This is an optimization exercise on Yosys and OpenROAD, whose aim is small area, a short achievable clock period and few clock cycles, not a production implementation. RTL that was checked went through simulation tests only; none was proved equivalent to the original.

run A:
## systolic_ws_stream
module systolic_ws_stream (
    input  logic        clk,
    input  logic        rst,
    input  logic        start_i,
    input  logic        reuse_w_i,
    input  logic        w_valid_i,
    input  logic [31:0] w_data_i,
    output logic        w_ready_o,
    input  logic        a_valid_i,
    input  logic [31:0] a_data_i,
    input  logic        a_last_i,
    output logic        a_ready_o,
    output logic        o_valid_o,
    output logic [71:0] o_data_o,
    output logic        busy_o,
    output logic        done_o
);
Settings: LEC_CHECK=0, CAP_MARGIN=20, CORE_MARGIN=2, CORE_UTILIZATION=55, CTS_CLUSTER_DIAMETER=120, CTS_CLUSTER_SIZE=25, PLACE_DENSITY=0.72, SETUP_SLACK_MARGIN=4.4, SLEW_MARGIN=20, SYNTH_HIERARCHICAL=1; clock period 7.0 ns.
run.sh (not shown) runs the stock make flow with config.mk's settings and CLKGATE_MAP_FILE= SYNTH_SCRIPT=/design/flow/synth_recipe.tcl, a recipe that flattens the netlist after the stock synthesis.
Testbench counts of run A, summed over its fixed seeds: cycles 4,679.
--- input diff run A..run B ---
Settings: SETUP_SLACK_MARGIN: 4.4 -> 4.55; PLACE_DENSITY: 0.72 -> unset; CORE_UTILIZATION: 55 -> 40.
Notes after the runs:
- The via count reported for run B is lower than the one for run A.
- On slack of the worst reg-to-reg path, run A loses to run B.
- Run B vs run A: first-iteration DRC count down by more than 10%
- Wire: run B routes more than run A
- Diff run A -> run B: pin count of the biggest net entering global routing rose by 18; maximum frequency rose by 4.8 MHz; multi-input logic area stayed essentially flat.
- Type of the setup path with the least slack: flop to flop -> run A, flop to output pin -> run B
#### Input delta (run C over run B)
Settings: SETUP_SLACK_MARGIN now 4.4, was 4.55.
Results
~same footprint of the multi-input gates in run C and run B
Of run C and run B, the higher core utilization belongs to run B.
Status: slack of the critical path parity (run C, run B)
Lower count of cell instances traversed by the critical path was reported by run B, not run C.
diff inputs: run C => run D
Settings: CTS_CLUSTER_SIZE: 25 -> 40; CTS_CLUSTER_DIAMETER: 120 -> 60.
Results
- Taking run C as the reference, in run D number of instances in the synthesized netlist flat; routed wire length higher.

* * *

== north ==
Another version of the RTL of systolic_ws_stream (not shown whole).
Size: roughly 3,200 cells after synthesis, roughly 150 I/O pins, roughly 0.039 mm² of cells after synthesis.
Settings: LEC_CHECK=0, CAP_MARGIN=20, CORE_MARGIN=2, CORE_UTILIZATION=40, SETUP_SLACK_MARGIN=4.0, SLEW_MARGIN=20, SYNTH_HIERARCHICAL=1; clock period 7.0 ns.
north completed; timing, DRC and antenna clean
Input changes introduced in south (baseline for comparison: north):
-- flow/config.mk --
<<< north, line 11
export SETUP_SLACK_MARGIN = 4.0
>>> south, line 11
Notes after the runs:
- In south, met1 wire length is lower than in north.
- | hold slack | north vs south | ≈ equal |
- Compared south against north; clock skew within noise.
- Looking at non-clock buffer count, south sits 2.7% below north.
- Between south and north, the global-route usage does not differ in any meaningful way.
- From north to south the numbers moved as follows: detailed placement HPWL down 350 µm, final cell count flat.
- The final reports for south and north show ratio of routed vias to standard cells lower in the former.
- Comparing south and north, the higher data arrival at the endpoint of the critical path was measured on south.
- Going from north to south, insertion delay of the later-clocked pin in the worst-skew pair comparable; area overhead of the layout relative to synthesis went down.
No run of this note included a check of the RTL's function; only the layout flow was run.

* * *

the previous run:
Another version of the RTL of systolic_ws_stream (not shown whole).
Size: roughly 150 I/O pins, about 36000 µm² of cells after synthesis.
Settings: LEC_CHECK=0, CAP_MARGIN=20, CORE_MARGIN=2, CORE_UTILIZATION=40, CTS_CLUSTER_DIAMETER=120, CTS_CLUSTER_SIZE=25, SETUP_SLACK_MARGIN=4.0, SLEW_MARGIN=20, SYNTH_HIERARCHICAL=1; clock period 7.0 ns.
standard.sh (not shown) runs the stock make flow with config.mk's settings and CLKGATE_MAP_FILE= SYNTH_SCRIPT=/design/flow/synth_recipe.tcl, a recipe that flattens the netlist after the stock synthesis.
==> flow/flow/run.sh <==
#!/bin/bash
# Own layout flow: the standard ORFS flow (standard.sh, which also runs the
# standard synthesis unchanged), with one change: the buffers that ORFS puts on
# every input and output port are sky130_fd_sc_hd__buf_2 cells instead of the
# delay buffers it picks by default. Each make run logs to its own file here.
set -euo pipefail
bash standard.sh synth > synth.log 2>&1
bash standard.sh "BUFFER_PORTS_ARGS=-buffer_cell sky130_fd_sc_hd__buf_2" finish > layout.log 2>&1
Both conditions hold for the previous run: the flow ran to the end and the final layout passed the timing, DRC and antenna checks.
## Diff of input files: the current run against the previous run
Settings: SETUP_SLACK_MARGIN now 4.2, was 4.0.
--- outcome ---
Re flip-flop and latch share of the layout cell area: the previous run was higher than the current run.
Per the comparison of the current run with the previous run, cell area after layout moved up, count of pins over their slew limit level, max-capacitance violation count level, worst hold margin moved down, count of clock-buffer cells in the layout moved down.
The higher length of the first detailed-routing pass in iterations of the current run and the previous run is in the current run.
The current run vs. the previous run: cell count now sits higher.
Function was not checked in any run of this note: the RTL went through the layout flow alone.

* * *

systolic_ws_stream, a different RTL version from the one above (not shown whole).
Size: ~3,300 cells after synthesis, about 710 flip-flops, roughly 150 I/O pins.
Design systolic_ws_stream, start of the top module:
module systolic_ws_stream (
    input  logic        clk,
    input  logic        rst,
    input  logic        start_i,
    input  logic        reuse_w_i,
    input  logic        w_valid_i,
    input  logic [31:0] w_data_i,
    output logic        w_ready_o,
    input  logic        a_valid_i,
    input  logic [31:0] a_data_i,
    input  logic        a_last_i,
    output logic        a_ready_o,
    output logic        o_valid_o,
    output logic [71:0] o_data_o,
    output logic        busy_o,
    output logic        done_o
);
Settings: LEC_CHECK=0, CAP_MARGIN=20, CORE_MARGIN=2, CORE_UTILIZATION=40, CTS_CLUSTER_DIAMETER=120, CTS_CLUSTER_SIZE=25, SETUP_SLACK_MARGIN=4.43, SLEW_MARGIN=20, SYNTH_HIERARCHICAL=1; clock period 7.0 ns.
Scripts as last shown in full above: flow/flow/run.sh
Testbench counts at the start, summed over its fixed seeds: cycles 4,679.
Edit:
Settings changed: CORE_UTILIZATION 40 to 30, SETUP_SLACK_MARGIN 4.43 to 4.47.
- The new run finished clean
- clock skew is about the same
- utilization falls by 10 points
- maximum frequency falls by 1.2%
Edit:
Settings changed: CORE_UTILIZATION 30 to 50.
The new run passed the timing, DRC and antenna checks.
Synthesized area stays the same.
Non-clock buffer count falls by 11.
Clock skew came out lower by 0.011 ns.
Setup slack gains 0.024 ns.
Count of clock-buffer cells in the layout shrinks by 5.
Register-to-register slack improves by 0.04 ns.
Wire length falls by 2.1%.
Die area goes down by 40%.
Worst hold slack is worse by 0.0074 ns.

* * *

Another version of the RTL of systolic_ws_stream (not shown whole).
For scale: about 3200 cells after synthesis, roughly 700 flip-flops, about 150 I/O pins, roughly 0.040 mm2 of cells after synthesis.
==> flow/config.mk <==
export PLATFORM = sky130hd
export DESIGN_NAME = systolic_ws_stream
export DESIGN_NICKNAME = systolic_ws_stream
export VERILOG_FILES = /design/flow/design.v
export SDC_FILE = /design/flow/constraint.sdc
export NUM_CORES = 4
export LEC_CHECK = 0
export CAP_MARGIN = 20
export CORE_MARGIN = 2
export CORE_UTILIZATION = 40
export CTS_CLUSTER_DIAMETER = 120
export CTS_CLUSTER_SIZE = 25
export SETUP_SLACK_MARGIN = 4.52
export SLEW_MARGIN = 20
export SYNTH_HIERARCHICAL = 1
==> flow/constraint.sdc <==
create_clock -name core_clock -period 7.0 [get_ports {clk}]
set_input_delay 1.4000 -clock core_clock [delete_from_list [all_inputs] [get_ports {clk}]]
set_output_delay 1.4000 -clock core_clock [all_outputs]
set_load 0.01 [all_outputs]
Scripts as last shown in full above: flow/flow/run.sh
Edit:
Settings changed: CAP_MARGIN 20 to 5, SETUP_SLACK_MARGIN 4.52 to 4.47, SLEW_MARGIN 20 to 5.
Effect: Setup slack loses 0.0030 ns; utilization fell by 0.24 points; routed wire length fell slightly; maximum frequency is about the same; critical path depth does not change.
Edit:
Settings changed: CAP_MARGIN 5 to 20, SLEW_MARGIN 5 to 20.
Outcome: The new run went through all stages and came out clean; cell area is unchanged; non-clock buffer count stays the same; worst setup slack does not change; die area stays the same; clock skew does not change; worst hold slack is unchanged.
No functional check of the RTL was part of any run of this note.

* * *

Another version of the RTL of systolic_ws_stream (not shown whole).
Size: about 3,300 cells after synthesis, roughly 150 I/O pins.
Settings: LEC_CHECK=0, CAP_MARGIN=20, CORE_MARGIN=2, CORE_UTILIZATION=40, SETUP_SLACK_MARGIN=4.4, SLEW_MARGIN=20, SYNTH_HIERARCHICAL=1; clock period 7.0 ns.
run.sh (not shown) runs the stock make flow with config.mk's settings and CLKGATE_MAP_FILE= SYNTH_SCRIPT=/design/flow/synth_recipe.tcl, a recipe that flattens the netlist after the stock synthesis.
Stock flow here: none of the scripts above is used.
The starting point finished clean.
Change:
CTS_BUF_LIST = sky130_fd_sc_hd__clkbuf_8   (was unset)
CTS_CLUSTER_SIZE = 30   (was unset)
Outcome: The changed run produced a clean layout; wire length hardly moves; cell area rises by 0.37%; first-iteration DRC count rises by 1.6%; synthesized area is unchanged; utilization rises by 0.17 points; via count rises by 1.1%; hold slack hardly moves; fmax falls by 4.8%; die area stays the same; clock-buffer cell count rises by 46.
Function was not checked in any run of this note: the RTL went through the layout flow alone.

* * *

v6:
RTL: one of the versions met above, not the one the previous note started from.
Size: roughly 3200 cells after synthesis, about 650 flip-flops, roughly 150 I/O pins.
## systolic_ws_stream
module systolic_ws_stream (
    input  logic        clk,
    input  logic        rst,
    input  logic        start_i,
    input  logic        reuse_w_i,
    input  logic        w_valid_i,
    input  logic [31:0] w_data_i,
    output logic        w_ready_o,
    input  logic        a_valid_i,
    input  logic [31:0] a_data_i,
    input  logic        a_last_i,
    output logic        a_ready_o,
    output logic        o_valid_o,
    output logic [71:0] o_data_o,
    output logic        busy_o,
    output logic        done_o
);
clock: 7.0 ns
lec_check: 0
cap_margin: 20
core_margin: 2
core_utilization: 40
cts_buf_list: sky130_fd_sc_hd__clkbuf_8
cts_cluster_size: 30
setup_slack_margin: 4.5
slew_margin: 20
synth_hierarchical: 1
Here is what was changed in the inputs of v7 compared with v6.
# v6
export LEC_CHECK = 0
export CAP_MARGIN = 20
export CORE_MARGIN = 2
export CORE_UTILIZATION = 40
export CTS_BUF_LIST = sky130_fd_sc_hd__clkbuf_8
export CTS_CLUSTER_SIZE = 30
export SETUP_SLACK_MARGIN = 4.5
export SLEW_MARGIN = 20
export SYNTH_HIERARCHICAL = 1
create_clock -name core_clock -period 7.0 [get_ports {clk}]
# v7
export LEC_CHECK = 0
export CAP_MARGIN = 20
export CORE_MARGIN = 2
export CORE_UTILIZATION = 40
export SETUP_SLACK_MARGIN = 4.5
export SLEW_MARGIN = 20
export SYNTH_HIERARCHICAL = 1
create_clock -name core_clock -period 7.0 [get_ports {clk}]
Results
- Against v6, v7 comes in 0.083 ns higher on worst setup slack.
- Diff v7 and v6: non-clock buffer count higher in v6
- Cmp v7 and v6 / via count of the first global-routing pass / lower: v7
- Compared with v6, in v7 global-route usage flat; total number of cells along the worst setup path shows a reduction of 2.
- v6 vs v7, end of the critical path: cut1c3_p4_2_q$_DFF_P_ vs cut1c3_p5_2_q$_DFF_P_
No run of this note included a check of the RTL's function; only the layout flow was run.

## re-timing with driven ports
In the flow no input, the clock included, has a driving cell. The finished layouts below were timed again as built, in two steps.
Step 1 (the two cells are an assumption about what drives the block):
set clk [get_ports {clk}]
set_driving_cell -lib_cell sky130_fd_sc_hd__clkbuf_16 $clk
set_driving_cell -lib_cell sky130_fd_sc_hd__buf_2 [delete_from_list [all_inputs] $clk]
Step 2, shift: input delay + t, output delay - t, t = (earliest + latest rising clock arrival at the registers) / 2. This alone moves slack from input paths to output paths.
Slacks: ideal ports / drivers / drivers and shift; pairs: ideal ports / drivers.
run	t, ns	setup slack, ns	worst setup path after step 2
run A	0.671	4.386 / 4.362 / 3.907	input to register
run B	0.681	4.418 / 4.351 / 3.948	input to register
run C	0.681	4.417 / 4.351 / 3.794	input to register
run D	0.712	4.391 / 4.323 / 3.786	input to register
north	0.704	4.030 / 4.000 / 3.382	input to register
south	0.705	3.795 / 3.795 / 3.219	input to register
the previous run	0.673	3.918 / 3.918 / 3.918	register to register
the current run	0.703	3.876 / 3.876 / 3.876	register to register
the first run of note 4	0.659	4.488 / 4.419 / 4.162	input to register
the second run of note 4	0.672	4.458 / 4.387 / 4.184	input to register
the third run of note 4	0.662	4.482 / 4.415 / 4.267	input to register
the first run of note 5	0.659	4.471 / 4.399 / 4.204	input to register
the second run of note 5	0.660	4.468 / 4.396 / 4.198	input to register
the third run of note 5	0.660	4.468 / 4.396 / 4.198	input to register
the first run of note 6	0.700	4.382 / 4.338 / 3.888	input to register
the second run of note 6	0.851	4.250 / 4.185 / 3.746	input to register
v6	0.808	4.281 / 4.236 / 3.955	input to register
v7	0.703	4.365 / 4.351 / 3.884	input to register
After both steps setup and hold are still met in every run listed. The setup slack of north, which loses most, moves by -0.030 ns with the drivers and by -0.648 ns with both steps.
